This design comes from an exercise in tuning for small area and a short achievable clock period on the open sky130 flow, not from production work. At most, simulation tests tie the RTL to the original design; equivalence was not proved. For runs 2 and 3, only the layout was checked, not whether the RTL still works. No driver is modelled on the clock port, so clock power and skew are understated where the tree is cut down; a real chip needs a root buffer or a tree.

## flow/design.v (module list and top-level ports; edited modules follow where they fit)
// module fpm_top: 777 lines
// module fpm_fa: 4 lines
// module fpm_bsel: 3 lines
// module fpm_ao22: 3 lines
// module fpm_ao21: 3 lines
// module fpm_ao4: 4 lines
// module fpm_o22ai: 3 lines
// module fpm_o22a: 3 lines
// module fpm_aoi22: 3 lines
// module fpm_aoi21: 3 lines
// module fpm_oai21: 3 lines
// module fpm_nand2: 3 lines
// module fpm_nor2: 3 lines
// module fpm_xnor2: 3 lines
// module fpm_xor2: 3 lines
module fpm_top (
  input  logic        clk,
  input  logic        rst_n,
  input  logic [2:0]  r_mode,
  input  logic [31:0] fp_x,
  input  logic [31:0] fp_y,
  output logic [31:0] fp_z,
  output logic        ovrf,
  output logic        udrf
);
  // ...
==> flow/flow/run.sh <==
#!/bin/bash
set -euo pipefail
bash standard.sh synth > synth.log 2>&1
bash standard.sh cts SETUP_SLACK_MARGIN=7.35 "BUFFER_PORTS_ARGS=-buffer_cell sky130_fd_sc_hd__buf_1" > cts.log 2>&1
SKEW_ODB=$PWD/orfs/results/sky130hd/fpm_top/base/4_cts.odb SKEW_GROUPS=3 openroad -no_init -exit flow/skew.tcl > skew.log 2>&1
bash standard.sh finish SETUP_SLACK_MARGIN=7.35 "BUFFER_PORTS_ARGS=-buffer_cell sky130_fd_sc_hd__buf_1" > layout.log 2>&1
==> flow/flow/skew.tcl <==
set odb $::env(SKEW_ODB)
read_db $odb
set block [ord::get_db_block]
set db [ord::get_db]
set lib [$db findMaster sky130_fd_sc_hd__clkbuf_16]
set clk [$block findNet clk]

set pats {eb_q* nan_q* inf_q* zer_q* sg_q* rne_q* rmm_q* rdir_q* v_q* fy_q* fyn_q* fx_q* bneg_q* bone_q* btwo_q* bonen_q* btwon_q* y3_q* xn_q* x1_q* x2_q* x3_q* x4_q*}
set r1 {}
foreach inst [$block getInsts] {
  set m [[$inst getMaster] getName]
  if {![string match *df* $m]} { continue }
  set n [$inst getName]
  foreach p $pats {
    if {[string match $p $n] && ![string match *2_q* $n] && ![string match *_q2* $n]} { lappend r1 $inst; break }
  }
}
puts "SKEW rank-1 registers: [llength $r1]"

# split them into groups by position, a buffer per group
set ngroups $::env(SKEW_GROUPS)
set pts {}
foreach inst $r1 {
  lassign [$inst getLocation] x y
  lappend pts [list $x $y $inst]
}
# k-means on the register positions
set k $ngroups
set cents {}
set sorted [lsort -integer -index 0 $pts]
for {set i 0} {$i < $k} {incr i} {
  set p [lindex $sorted [expr {int(($i + 0.5) * [llength $sorted] / $k)}]]
  lappend cents [list [lindex $p 0] [lindex $p 1]]
}
for {set it 0} {$it < 20} {incr it} {
  set groups {}
  for {set i 0} {$i < $k} {incr i} { lappend groups {} }
  foreach p $pts {
    set best 0; set bd 1e30
    for {set i 0} {$i < $k} {incr i} {
      lassign [lindex $cents $i] cx cy
      set d [expr {abs([lindex $p 0] - $cx) + abs([lindex $p 1] - $cy)}]
      if {$d < $bd} { set bd $d; set best $i }
    }
    lset groups $best [concat [lindex $groups $best] [list $p]]
  }
  set cents {}
  foreach g $groups {
    set sx 0; set sy 0
    foreach p $g { set sx [expr {$sx + [lindex $p 0]}]; set sy [expr {$sy + [lindex $p 1]}] }
    set n [expr {max(1, [llength $g])}]
    lappend cents [list [expr {int($sx / $n)}] [expr {int($sy / $n)}]]
  }
}
set gi 0
foreach grp $groups c $cents {
  if {[llength $grp] == 0} { continue }
  lassign $c cx cy
  set buf [odb::dbInst_create $block $lib "clkbuf_r1_$gi"]
  set net [odb::dbNet_create $block "clknet_r1_$gi"]
  $net setSigType CLOCK
  [$buf findITerm A] connect $clk
  [$buf findITerm X] connect $net
  $buf setLocation $cx $cy
  $buf setPlacementStatus PLACED
  foreach p $grp {
    set inst [lindex $p 2]
    set ck [$inst findITerm CLK]
    $ck disconnect
    $ck connect $net
  }
  puts "SKEW group $gi: [llength $grp] registers, buffer at $cx $cy"
  incr gi
}

# leaf buffers of the old tree that now drive no register, and their dummy loads
set idle {}
foreach inst [$block getInsts] {
  set m [[$inst getMaster] getName]
  if {![string match *clkbuf* $m] || [string match clkbuf_r1_* [$inst getName]]} { continue }
  set out [$inst findITerm X]
  set n [$out getNet]
  if {$n eq "NULL"} { continue }
  set sinks 0
  set dummies {}
  foreach it [$n getITerms] {
    set ii [$it getInst]
    if {$ii eq $inst} { continue }
    if {[string match clkload* [$ii getName]]} { lappend dummies $ii } else { incr sinks }
  }
  if {$sinks == 0 && [llength [$n getBTerms]] == 0} {
    lappend idle [list $inst $n $dummies]
  }
}
foreach e $idle {
  lassign $e inst n dummies
  puts "SKEW removing idle [$inst getName] and [llength $dummies] dummy loads"
  foreach d $dummies { odb::dbInst_destroy $d }
  odb::dbInst_destroy $inst
  odb::dbNet_destroy $n
}

if {[info exists ::env(SKEW_R2CELL)] && $::env(SKEW_R2CELL) ne ""} {
  set root [$block findInst clkbuf_0_clk]
  set dm [$db findMaster $::env(SKEW_R2CELL)]
  set d [odb::dbInst_create $block $dm "clkdly_r2"]
  set dn [odb::dbNet_create $block "clknet_r2_root"]
  $dn setSigType CLOCK
  set ra [$root findITerm A]
  $ra disconnect
  $ra connect $dn
  [$d findITerm A] connect $clk
  [$d findITerm X] connect $dn
  lassign [$root getLocation] rx ry
  $d setLocation $rx $ry
  $d setPlacementStatus PLACED
  puts "SKEW rank-2 tree behind $::env(SKEW_R2CELL)"
}

detailed_placement
check_placement
write_db $odb
==> flow/standard.sh <==
#!/bin/bash
# synth_recipe.tcl (not shown) runs the flow's synth.tcl, then flattens the netlist and writes it again
# the make line also repeats each setting of config.mk as NAME=value (left out here)
make -C /OpenROAD-flow-scripts/flow DESIGN_CONFIG=/design/flow/config.mk WORK_HOME=/design/flow/orfs CLKGATE_MAP_FILE= SYNTH_SCRIPT=/design/flow/synth_recipe.tcl "${@:-finish}"
==> flow/config.mk <==
export PLATFORM = sky130hd
export DESIGN_NAME = fpm_top
export DESIGN_NICKNAME = fpm_top
export VERILOG_FILES = /design/flow/design.v
export SDC_FILE = /design/flow/constraint.sdc
export NUM_CORES = 4
export LEC_CHECK = 0
export CAP_MARGIN = 20
export CORE_MARGIN = 2
export CORE_UTILIZATION = 55
export CTS_BUF_LIST = sky130_fd_sc_hd__clkbuf_8
export SLEW_MARGIN = 20
export SYNTH_HIERARCHICAL = 1
==> flow/constraint.sdc <==
create_clock -name core_clock -period 12.5 [get_ports {clk}]
set_input_delay 2.5000 -clock core_clock [delete_from_list [all_inputs] [get_ports {clk}]]
set_output_delay 2.5000 -clock core_clock [all_outputs]
set_load 0.01 [all_outputs]
==> qor.txt, run 1 <==
Multi-input logic portion of the cell area -> 0.7429
Total Nets Final -> 2385
Number of global-route vias before repair -> 15010
Rows -> 65
Avg Vias per Cell -> 6.288
Max Cap Viol -> 0
Critical R2R Capture -> p_q[15]
Largest incremental delay on the critical path -> 0.56 ns
Fin crit period -> 4.981 ns
Cts repair resizes -> 98
Seq cells -> 122
Register area -> 2571 um^2
Core area -> 31390 um^2
Setup Viol. Count Final -> 0
Avg Cell Area, Syn -> 9.770 um^2
Critical-path cell list -> buf_4 -> o22ai_1 -> xor2_1 -> fa_1 -> fa_1 -> fa_1 -> fa_1 -> fa_1 -> ha_1 -> nand2_1 -> nor2_1 -> nand2_1 -> nor2_1 -> a21oi_4 -> buf_4 -> o21ai_1 -> xor2_1
Die Y -> 181.9 um
Final Wtd Congestion -> 0.9037
Max FFs per register -> 26
EDFF count, synth -> 0
Clk slew on worst S/H paths -> 0.10 ns
Primary FF master, synth -> dfxtp_1
Post-CTS Setup Bufs -> 26
Diodes inserted -> 0
Chip Width -> 181.9 um
Placement Cell Area -> 18510 um^2
Status -> no timing/DRC/antenna violations
Most flops, register -> p_q
Synthesis Warnings -> 7
Critical Path End Type -> flop
N_taps -> 402
Port-buffer cells -> 102
Cell repeated most along the worst path -> fa_1
==> run 2, diff against run 1 <==
--- a/flow/design.v
+++ b/flow/design.v
@@ -775,36 +775,118 @@
     nrm_q2  <= nrm_s;
   end
   logic h, ru1, ru0, c, sx;
   assign h   = p_q[25];         
   assign ru1 = (rne2_q & p_q[1] & (p_q[0] | st_q | p_q[2])) | (rmm2_q & p_q[1]) | (rdir2_q & (p_q[1] | p_q[0] | st_q));
   assign ru0 = (rne2_q & p_q[0] & (st_q | p_q[1])) | (rmm2_q & p_q[0]) | (rdir2_q & (p_q[0] | st_q));
   assign c   = ~h & ru0 & (&p_q[23:1]);    
   assign sx  = h | c;                      
-  logic [22:0] i1, i0, f1, f0;
-  assign i1 = p_q[24:2] + 23'd1;
-  assign i0 = p_q[23:1] + 23'd1;
-  assign f1 = ru1 ? i1 : p_q[24:2];
-  assign f0 = ru0 ? i0 : p_q[23:1];    
+  logic [22:0] kf, fr;
+  logic ru;
+  assign kf = h ? p_q[24:2] : p_q[23:1];
+  assign ru = h ? ru1 : ru0;
+  logic ka0_1, ka0_3, ka0_5, ka0_7, ka0_9, ka0_11, ka0_13, ka0_15, ka0_17, ka0_19, ka0_21, nk_ka0_1, ka1_2, ka1_3, nk_ka0_5, ka1_6, ka1_7, nk_ka0_9, ka1_10, ka1_11, nk_ka0_13, ka1_14, ka1_15, nk_ka0_17, ka1_18, ka1_19, ka2_4, nk_ka1_3, ka2_5, ka2_6, ka2_7, ka2_12, nk_ka1_11, ka2_13, ka2_14, ka2_15, ka2_20, nk_ka1_19, ka2_21, nk_ka2_7, ka3_8, ka3_9, ka3_10, ka3_11, ka3_12, ka3_13, ka3_14, ka3_15, ka4_16, nk_ka3_15, ka4_17, ka4_18, ka4_19, ka4_20, ka4_21;
+  fpm_nand2 u_ka0_1 (.a(kf[1]), .b(kf[0]), .y(ka0_1));
+  fpm_nand2 u_ka0_3 (.a(kf[3]), .b(kf[2]), .y(ka0_3));
+  fpm_nand2 u_ka0_5 (.a(kf[5]), .b(kf[4]), .y(ka0_5));
+  fpm_nand2 u_ka0_7 (.a(kf[7]), .b(kf[6]), .y(ka0_7));
+  fpm_nand2 u_ka0_9 (.a(kf[9]), .b(kf[8]), .y(ka0_9));
+  fpm_nand2 u_ka0_11 (.a(kf[11]), .b(kf[10]), .y(ka0_11));
+  fpm_nand2 u_ka0_13 (.a(kf[13]), .b(kf[12]), .y(ka0_13));
+  fpm_nand2 u_ka0_15 (.a(kf[15]), .b(kf[14]), .y(ka0_15));
+  fpm_nand2 u_ka0_17 (.a(kf[17]), .b(kf[16]), .y(ka0_17));
+  fpm_nand2 u_ka0_19 (.a(kf[19]), .b(kf[18]), .y(ka0_19));
+  fpm_nand2 u_ka0_21 (.a(kf[21]), .b(kf[20]), .y(ka0_21));
+  assign nk_ka0_1 = ~ka0_1;
+  fpm_nand2 u_ka1_2 (.a(kf[2]), .b(nk_ka0_1), .y(ka1_2));
+  fpm_nor2 u_ka1_3 (.a(ka0_3), .b(ka0_1), .y(ka1_3));
+  assign nk_ka0_5 = ~ka0_5;
+  fpm_nand2 u_ka1_6 (.a(kf[6]), .b(nk_ka0_5), .y(ka1_6));
+  fpm_nor2 u_ka1_7 (.a(ka0_7), .b(ka0_5), .y(ka1_7));
+  assign nk_ka0_9 = ~ka0_9;
+  fpm_nand2 u_ka1_10 (.a(kf[10]), .b(nk_ka0_9), .y(ka1_10));
+  fpm_nor2 u_ka1_11 (.a(ka0_11), .b(ka0_9), .y(ka1_11));
+  assign nk_ka0_13 = ~ka0_13;
+  fpm_nand2 u_ka1_14 (.a(kf[14]), .b(nk_ka0_13), .y(ka1_14));
+  fpm_nor2 u_ka1_15 (.a(ka0_15), .b(ka0_13), .y(ka1_15));
+  assign nk_ka0_17 = ~ka0_17;
+  fpm_nand2 u_ka1_18 (.a(kf[18]), .b(nk_ka0_17), .y(ka1_18));
+  fpm_nor2 u_ka1_19 (.a(ka0_19), .b(ka0_17), .y(ka1_19));
+  fpm_nand2 u_ka2_4 (.a(kf[4]), .b(ka1_3), .y(ka2_4));
+  assign nk_ka1_3 = ~ka1_3;
+  fpm_nor2 u_ka2_5 (.a(ka0_5), .b(nk_ka1_3), .y(ka2_5));
+  fpm_nor2 u_ka2_6 (.a(ka1_6), .b(nk_ka1_3), .y(ka2_6));
+  fpm_nand2 u_ka2_7 (.a(ka1_7), .b(ka1_3), .y(ka2_7));
+  fpm_nand2 u_ka2_12 (.a(kf[12]), .b(ka1_11), .y(ka2_12));
+  assign nk_ka1_11 = ~ka1_11;
+  fpm_nor2 u_ka2_13 (.a(ka0_13), .b(nk_ka1_11), .y(ka2_13));
+  fpm_nor2 u_ka2_14 (.a(ka1_14), .b(nk_ka1_11), .y(ka2_14));
+  fpm_nand2 u_ka2_15 (.a(ka1_15), .b(ka1_11), .y(ka2_15));
+  fpm_nand2 u_ka2_20 (.a(kf[20]), .b(ka1_19), .y(ka2_20));
+  assign nk_ka1_19 = ~ka1_19;
+  fpm_nor2 u_ka2_21 (.a(ka0_21), .b(nk_ka1_19), .y(ka2_21));
+  assign nk_ka2_7 = ~ka2_7;
+  fpm_nand2 u_ka3_8 (.a(kf[8]), .b(nk_ka2_7), .y(ka3_8));
+  fpm_nor2 u_ka3_9 (.a(ka0_9), .b(ka2_7), .y(ka3_9));
+  fpm_nor2 u_ka3_10 (.a(ka1_10), .b(ka2_7), .y(ka3_10));
+  fpm_nand2 u_ka3_11 (.a(ka1_11), .b(nk_ka2_7), .y(ka3_11));
+  fpm_nor2 u_ka3_12 (.a(ka2_12), .b(ka2_7), .y(ka3_12));
+  fpm_nand2 u_ka3_13 (.a(ka2_13), .b(nk_ka2_7), .y(ka3_13));
+  fpm_nand2 u_ka3_14 (.a(ka2_14), .b(nk_ka2_7), .y(ka3_14));
+  fpm_nor2 u_ka3_15 (.a(ka2_15), .b(ka2_7), .y(ka3_15));
+  fpm_nand2 u_ka4_16 (.a(kf[16]), .b(ka3_15), .y(ka4_16));
+  assign nk_ka3_15 = ~ka3_15;
+  fpm_nor2 u_ka4_17 (.a(ka0_17), .b(nk_ka3_15), .y(ka4_17));
+  fpm_nor2 u_ka4_18 (.a(ka1_18), .b(nk_ka3_15), .y(ka4_18));
+  fpm_nand2 u_ka4_19 (.a(ka1_19), .b(ka3_15), .y(ka4_19));
+  fpm_nor2 u_ka4_20 (.a(ka2_20), .b(nk_ka3_15), .y(ka4_20));
+  fpm_nand2 u_ka4_21 (.a(ka2_21), .b(ka3_15), .y(ka4_21));
+  logic [22:0] cy;    
+  assign cy[0] = ru;
+  assign cy[1] = ru & kf[0];
+  assign cy[2] = ru & ~ka0_1;
+  assign cy[3] = ru & ~ka1_2;
+  assign cy[4] = ru & ka1_3;
+  assign cy[5] = ru & ~ka2_4;
+  assign cy[6] = ru & ka2_5;
+  assign cy[7] = ru & ka2_6;
+  assign cy[8] = ru & ~ka2_7;
+  assign cy[9] = ru & ~ka3_8;
+  assign cy[10] = ru & ka3_9;
+  assign cy[11] = ru & ka3_10;
+  assign cy[12] = ru & ~ka3_11;
+  assign cy[13] = ru & ka3_12;
+  assign cy[14] = ru & ~ka3_13;
+  assign cy[15] = ru & ~ka3_14;
+  assign cy[16] = ru & ka3_15;
+  assign cy[17] = ru & ~ka4_16;
+  assign cy[18] = ru & ka4_17;
+  assign cy[19] = ru & ka4_18;
+  assign cy[20] = ru & ~ka4_19;
+  assign cy[21] = ru & ka4_20;
+  assign cy[22] = ru & ~ka4_21;
+  for (genvar j = 0; j < 23; j++) begin : g_fr
+    fpm_xor2 u_x (.a(kf[j]), .b(cy[j]), .y(fr[j]));    
+  end
   logic inf_o, zer_o, nrm, nrmf;
   assign inf_o = sx ? inf_q2[1] : inf_q2[0];
   assign zer_o = sx ? zer_q2[1] : zer_q2[0];
   assign nrm   = sx ? nrm_q2[1] : nrm_q2[0];
   assign nrmf  = h ? nrm_q2[1] : nrm_q2[0];   
   logic [7:0] ez;
   logic [7:0] e1;
   assign e1 = e_q + 8'd1;
   assign ez = sx ? e1 : e_q;
   assign ovrf = inf_o;
   assign udrf = zer_o;
   assign fp_z[31]    = sg2_q;
   assign fp_z[30:23] = (nan2_q | inf_o) ? 8'hff : (nrm ? ez : 8'h00);
-  assign fp_z[22]    = nan2_q | (nrmf & (h ? f1[22] : f0[22]));
-  assign fp_z[21:0]  = nrmf ? (h ? f1[21:0] : f0[21:0]) : 22'd0;
+  assign fp_z[22]    = nan2_q | (nrmf & fr[22]);
+  assign fp_z[21:0]  = nrmf ? fr[21:0] : 22'd0;
 endmodule
 module fpm_fa (input logic a, input logic b, input logic c, output logic s, output logic co);
   assign s  = a ^ b ^ c;
   assign co = (a & b) | (a & c) | (b & c);
 endmodule
 module fpm_bsel (input logic one, input logic two, input logic neg, input logic a, input logic b, output logic pp);
   assign pp = ((one & a) | (two & b)) ^ neg;
 endmodule
==> qor.txt, run 2 <==
Final Wtd Congestion -> 0.9131 (+1.0%)
Most common cell after layout, fill and taps aside -> xor2_1
CP Launch Type -> flop
Mapped Nets -> 2188
DRT antenna net count -> 0
Synth cell count leaders -> 299 x xor2_1, 264 x fa_1, 242 x o22ai_1
Max FFs per register -> 26 (unchanged)
Dpl cells -> 2288
TNS Setup -> 0 ns
Port-buffer cells -> 102 (unchanged)
GRT Util Overall -> 0.3399
HPWL Detailed -> 36.68 mm
Fin crit share -> 0.4005
Layout area overhead -> 12.71%
Largest net degree at the start of global routing -> 34
Max Fclk -> 0.1998 GHz
First-pass GRT wire length -> 86.02 mm
Avg Cell Area, Syn -> 9.844 um^2 (+0.76%)
Clock latency on the worst-skew pair -> 0.36 ns
Rows -> 64 (-1.5%)
I/O Pins -> 103
Largest incremental delay on the critical path -> 0.58 ns (+0.02 ns)
CP max-delay cell -> fa_1
Clock Sinks -> 122
Yosys top cell by area -> fa_1
Post-Route WL -> 54.02 mm
Diodes inserted -> 0 (unchanged)
Synthesis Warnings -> 7 (unchanged)
Die Y -> 181.1 um (-0.41%)
Gr ovfl total -> 0
Finished Layout Cells -> 2322
Total Nets Final -> 2356 (-1.2%)
Post-DR wirelength/cell -> 23.26 um
Most flops, register -> p_q
Avg Vias per Cell -> 6.267 (-0.33%)
Initial Util -> 0.5612
Cell repeated most along the worst path -> fa_1
Final core occ -> 0.6325
Highest-count cells in the layout ignoring fill and taps -> 298 x xor2_1, 262 x fa_1, 239 x o22ai_1
Die area -> 32810 um^2
Max Cap Viol -> 0 (unchanged)
Pre-antenna DRT Iters -> 6
Yosys top cell area share -> 0.3063
Setup Viol. Count Final -> 0 (unchanged)
Top cells by area, synth -> fa_1 31%, xor2_1 15%, dfxtp_1 14%
Slew @ Worst Pin -> 0.6496 ns
Critical Path End Type -> flop
Max Fanout on Critical Path -> 24
Fin. max-slew vios -> 0
Critical-path cell list -> buf_4 -> o22ai_1 -> xor2_1 -> fa_1 -> fa_1 -> fa_1 -> fa_1 -> fa_1 -> ha_1 -> a21oi_2 -> o21ai_1 -> a21oi_4 -> o21ai_2 -> a21oi_4 -> clkinvlp_4 -> a21oi_2 -> xnor2_1
Clk slew on worst S/H paths -> 0.10 ns (about the same)
Cell Area, Synth -> 17260 um^2
Sequential element share of the synthesized area -> 0.1415
Share of post-route cells with drive strength above 1 -> 0.1142
CP required -> 12.79 ns
Kind of critical path -> flop to flop
Post-synth ARST share -> 0
Netlist cell types -> 48
Core area -> 30750 um^2 (-2.0%)
RSZ-0062 raised after global routing -> true
Hold crit path type -> flop to flop
Initial DRC Count -> 1631
EDFF count, synth -> 0 (unchanged)
Cells after Synth -> 1753
Chip Width -> 181.1 um (-0.41%)
DRC Markers -> 0
Via count -> 14550
Number of global-route vias before repair -> 15160 (+1.0%)
Tightest hold margin -> 0.1421 ns
Status -> no timing/DRC/antenna violations
Fin crit period -> 5.006 ns (+0.02539 ns)
Clock skew -> 0.2153 ns
Worst Path Arrival -> 5.30 ns
Antenna violations before repair -> 1
FF+latch count, synth -> 122
Count leader, synth -> xor2_1
Regs by FF count -> p_q x26, fyn_q x23
Fin. Hold Viols -> 0
Relative slew margins -> 0.5577
Primary FF master, synth -> dfxtp_1
run 2: cell types whose count changed in the layout (fill, tap and decap cells not counted), sizes merged, moves of 7 or more:
cell	previous run	this run
xnor2	89	68
nor2b	6	34
nand3	16	7
o22ai	252	242
buf	168	161
nand4	23	16
mux2	2	24
nand2	83	97
nor2	93	101
o21ai	72	58
xor2	291	299
nor3	16	7
run 2: kinds of logic after synthesis:
kind of cell | share of synthesized area
buffers and inverters | 0.03502
other | 0.0002173
XOR/XNOR | 0.1863
flip-flops | 0.1415
multiplexers | 0.01646
adder cells (fa/ha/maj) | 0.3802
AO/OA/AOI/OAI | 0.1602
AND/OR/NAND/NOR | 0.08012
run 2: per-module statistics from Yosys, one instance, submodules excluded, a selection:
module | flops+latches | cell area [um^2] | cells | copies in the design
fpm_o22a | 0 | 8.758 | 1 | 22
fpm_nand2 | 0 | 3.754 | 1 | 72
fpm_top | 122 | 6591 | 722 | 1
fpm_aoi21 | 0 | 8.758 | 1 | 59
fpm_fa | 0 | 20.02 | 1 | 263
fpm_nor2 | 0 | 3.754 | 1 | 42
fpm_xor2 | 0 | 8.758 | 1 | 278
fpm_xnor2 | 0 | 8.758 | 1 | 13
run 2: cell type report:
class | instances | area [um^2]
buffer | 3 | 75.07
clock buffer | 11 | 151.4
clock inverter | 5 | 32.53
fill | 2631 | 11300
inverter | 150 | 570.5
multi-input combinational | 1471 | 14380
sequential | 122 | 2501
tap | 396 | 495.5
timing repair buffer | 164 | 1242
run 2: what timing repair did:
action,4_1_cts,5_1_grt
resized for setup,80,56
endpoints found under the setup margin,36,27
hold buffers,0,0
buffers inserted,11,2
cloned,2,0
pin swaps,3,14
run 2: path summary, 6_finish.rpt:
| kind | from | cells after the start | slack (ns) | endpoint |
|---|---|---|---|---|
| min reg2reg | rne_q | 0 | 0.14 | rne2_q |
| max | btwon_q[9] | 17 | 7.49 | p_q[17] |
| min | rne_q | 0 | 0.14 | rne2_q |
| max reg2reg | btwon_q[9] | 17 | 7.49 | p_q[17] |
run 2: worst max-delay path, delay by kind of cell (launching register included):
family	cells	cell delay (ns)
flip-flops	1	0.32
adder cells (fa/ha/maj)	6	2.73
XOR/XNOR	2	0.31
buffers and inverters	2	0.57
AO/OA/AOI/OAI	7	1.20
run 2: stage by stage:
stage,setup slack [ns],cell area [um^2]
floorplan,7.359,17280
global placement,6.720,18470
detailed placement,6.623,18470
CTS,7.350,19280
global route,7.337,19450
finish,7.494,19450
run 2: routing by layer:
metal,wire length (um),GRT usage,up-vias
li1,-,-,6392
met1,22730,0.4687,7119
met2,23280,0.5076,884
met3,5786,0.08647,156
met4,2213,0.1460,2
met5,9,0,-
==> run 3, diff against run 2 <==
==> flow/flow/run.sh (replaced) <==
#!/bin/bash
set -euo pipefail
bash standard.sh synth > synth.log 2>&1
bash standard.sh cts SETUP_SLACK_MARGIN=7.5 "BUFFER_PORTS_ARGS=-buffer_cell sky130_fd_sc_hd__buf_1" > cts.log 2>&1
SKEW_ODB=$PWD/orfs/results/sky130hd/fpm_top/base/4_cts.odb SKEW_GROUPS=3 SKEW_R2CELL=sky130_fd_sc_hd__clkbuf_2 openroad -no_init -exit flow/skew.tcl > skew.log 2>&1
bash standard.sh finish SETUP_SLACK_MARGIN=7.5 "BUFFER_PORTS_ARGS=-buffer_cell sky130_fd_sc_hd__buf_1" > layout.log 2>&1
==> qor.txt, run 3 <==
Share of post-route cells with drive strength above 1 -> 0.1793 (+0.06509)
RR Startpoint -> fyn_q[17]
Yosys top cell by area -> fa_1
Clk slew on worst S/H paths -> 0.09 ns (about the same)
Most flops, register -> p_q
Max Cap Viol -> 0 (unchanged)
Initial DRC Count -> 1654 (+1.4%)
Cell Area, Synth -> 17260 um^2 (unchanged)
Fin crit share -> 0.3961 (-0.004422)
Max Fclk -> 0.2020 GHz (+1.1%)
Area of the multi-input gates -> 14620 um^2 (+1.7%)
Rows -> 64 (unchanged)
Yosys top cell area share -> 0.3063 (unchanged)
Top cells by area, synth -> fa_1 31%, xor2_1 15%, dfxtp_1 14%
Chip Width -> 181.1 um (unchanged)
Max FFs per register -> 26 (unchanged)
Setup Viol. Count Final -> 0 (unchanged)
Fin crit period -> 4.951 ns (-0.05527 ns)
Number of global-route vias before repair -> 15360 (+1.3%)
Fin. max-slew vios -> 0 (unchanged)
Synthesis Warnings -> 7 (unchanged)
TNS Setup -> 0 ns (unchanged)
Die Y -> 181.1 um (unchanged)
Fin worst setup slack -> 7.549 ns (+0.05527 ns)
CTS tree -> built
Gr ovfl total -> 0 (unchanged)
H-tree depth -> 4
Hold-critical path depth -> 0 (unchanged)
GRT Util Overall -> 0.3642 (+0.02432)
Layout area overhead -> 16.11%
CP max-delay cell -> dfxtp_4
Primary FF master, synth -> dfxtp_1
Synth cell count leaders -> 299 x xor2_1, 264 x fa_1, 242 x o22ai_1
Hold path startpoint -> rdir_q
Dpl cells -> 2249 (-1.7%)
Core area -> 30750 um^2 (unchanged)
FF+latch count, synth -> 122 (unchanged)
Critical-path cell list -> clkbuf_16 -> mux2_4 -> nand2_1 -> nor2_2 -> nand2_2 -> nor2_4 -> inv_2 -> nor2_1 -> nor2b_2 -> xor2_1 -> nor2b_1 -> buf_2
Sequential element share of the synthesized area -> 0.1415 (unchanged)
Clock latency on the worst-skew pair -> 0.51 ns (+0.15 ns)
Avg Cell Area, Syn -> 9.844 um^2 (unchanged)
Register-to-Register Path Depth -> 17 (unchanged)
R2r setup slk -> 7.70 ns (+0.21 ns)
First-pass GRT wire length -> 90.16 mm (+4.8%)
Register area -> 2650 um^2 (+6.0%)
Slew @ Worst Pin -> 0.6880 ns (+0.03838 ns)
Critical R2R Capture -> p_q[12]
CTS max path bufs -> 2
Critical Path End Type -> output port
CP Launch Type -> flop
Pre-antenna DRT Iters -> 6 (unchanged)
Largest net degree at the start of global routing -> 34 (unchanged)
I/O Pins -> 103 (unchanged)
Clock Sinks -> 122 (unchanged)
Worst Path Arrival -> 2.45 ns (-2.85 ns)
Mapped Nets -> 2188 (unchanged)
DRT antenna net count -> 0 (unchanged)
CP required -> 10.00 ns (-2.79 ns)
Relative slew margins -> 0.5315 (-0.02613)
Hold endpoint -> rdir2_q
RSZ-0062 raised after global routing -> true
Post-synth ARST share -> 0 (unchanged)
Post-Route WL -> 58.85 mm (+9.0%)
Hold crit path type -> flop to flop
Root Buffer -> clkbuf_8
Kind of critical path -> flop to output port
Port-buffer cells -> 102 (unchanged)
EDFF count, synth -> 0 (unchanged)
Count leader, synth -> xor2_1
DRC Markers -> 0 (unchanged)
Post-DR wirelength/cell -> 24.94 um (+7.2%)
Dpl ws -> 6.459 ns (-0.1643 ns)
Crit. Startpoint -> p_q[25]
HPWL Detailed -> 36.87 mm (+0.51%)
Layout fillers -> 2550 (-3.1%)
Total Nets Final -> 2392 (+1.5%)
CTS buffer count -> 17
Finished Layout Cells -> 2360 (+1.6%)
Fin. Hold Viols -> 0 (unchanged)
Die area -> 32810 um^2 (unchanged)
Largest incremental delay on the critical path -> 0.38 ns (-0.20 ns)
Antenna violations before repair -> 1 (unchanged)
Via count -> 15050 (+3.4%)
Status -> no timing/DRC/antenna violations
Max Fanout on Critical Path -> 7 (-71%)
Most common cell after layout, fill and taps aside -> xor2_1
Regs by FF count -> p_q x26, fyn_q x23
Highest-count cells in the layout ignoring fill and taps -> 298 x xor2_1, 258 x fa_1, 240 x o22ai_1
Netlist cell types -> 48 (unchanged)
Initial Util -> 0.5612 (unchanged)
Avg Vias per Cell -> 6.378 (+1.8%)
Clock skew -> 0.3652 ns (+0.1500 ns)
Cells after Synth -> 1753 (unchanged)
Final Wtd Congestion -> 0.8744 (-4.2%)
run 3: cell counts after synthesis:
Identical to the previous run, type by type.
run 3: cell families after synthesis:
family,synth area share
other,0.0002173
adders and majority gates,0.3802
AOI/OAI and AO/OA,0.1602
xor gates and xnor gates,0.1863
muxes,0.01646
buffers and inverters,0.03502
and+or+nand+nor,0.08012
DFF,0.1415
run 3: metrics by stage:
stage	hold WS, ns	area (um^2)	util
floorplan	0.3096	17320	-
global placement	0.3124	18220	0.5925
detailed placement	0.3151	18220	0.5925
CTS	0.3337	19850	0.6455
global route	0.001801	20030	0.6515
finish	0.01888	20040	0.6516
run 3: how the worst max path moves through the flow:
stage          cells after the start        to  slack [ns]
6_report                          12  fp_z[19]        7.55
3_3_place_gp                      16   p_q[14]        6.55
5_1_grt                           12  fp_z[20]        7.40
4_1_cts                           12   fp_z[7]        7.48
2_1_floorplan                     16   p_q[14]        7.50
3_5_place_dp                      16   p_q[23]        6.46
run 3: worst max-delay path, delay by kind of cell (launching register included):
| family | cells | cell delay, ns |
|---|---|---|
| buf+inv | 3 | 0.37 |
| simple gates | 7 | 0.83 |
| xor+xnor | 1 | 0.16 |
| mux | 1 | 0.22 |
| flops | 1 | 0.38 |
run 3: per-module statistics from Yosys (local to each module, per instance), excerpt:
module     flip-flops and latches  cells
fpm_nor2                        0      1
fpm_fa                          0      1
fpm_xor2                        0      1
fpm_o22a                        0      1
fpm_oai21                       0      1
fpm_nand2                       0      1
fpm_aoi21                       0      1
fpm_top                       122    722
fpm_xnor2                       0      1
run 3: final cells by class:
| type | count | area share |
|---|---|---|
| multi-input cells | 1472 | 0.7298 |
| plain buffers | 4 | 0.003997 |
| inverters | 150 | 0.02829 |
| flip-flops and latches | 122 | 0.1323 |
| well taps | 396 | 0.02473 |
| clock buffers | 10 | 0.006869 |
| repair buffers | 197 | 0.07056 |
| clock inverters | 8 | 0.003372 |
| diodes | 1 | 0.0001249 |
run 3: repair_timing:
item | in CTS | in global routing
gates resized for setup | 122 | 61
setup buffers | 76 | 8
pin swaps | 22 | 14
gates cloned | 1 | 3
hold buffers | 0 | 0
setup endpoints to repair | 52 | 29
run 3: layer usage:
| layer | wire, um | part of all wire | track usage | vias up |
|---|---|---|---|---|
| met5 | 13 | 0.00022 | 0 | - |
| met4 | 2494 | 0.042 | 0.1366 | 2 |
| met3 | 7469 | 0.13 | 0.1286 | 211 |
| met2 | 24140 | 0.41 | 0.5223 | 1063 |
| met1 | 24730 | 0.42 | 0.5060 | 7303 |
| li1 | - | - | - | 6472 |

## afterwards: timing with drivers on the ports
How much do the figures lean on ideal ports? The routed layouts below were timed once more, with nothing changed but the port constraints.
Step 1 assumes that a clkbuf_16 drives the clock port and a buf_2 every other input.
Step 2, shift: input delay + t, output delay - t, t = (earliest + latest rising clock arrival at the registers) / 2. This alone moves slack from input paths to output paths.
a / b / c = ideal ports / drivers / drivers and shift; a / b = the first two.
run	shift t [ns]	setup WS [ns]	hold WS [ns]	latest minus earliest clock arrival (ns)	slew at the worst register clock pin (ns)	cell pins on the clock port's net
run 1	0.350	7.519 / 7.418 / 7.519	0.134 / 0.134 / 0.134	0.201 / 0.202	0.10 / 0.10	4
run 2	0.351	7.494 / 7.436 / 7.494	0.142 / 0.142 / 0.142	0.217 / 0.217	0.11 / 0.11	4
run 3	0.434	7.549 / 7.447 / 7.695	0.019 / 0.019 / 0.019	0.365 / 0.366	0.12 / 0.12	4
Clock arrivals are far apart in run 3, so t is only a midpoint there and step 2 fits no single register.
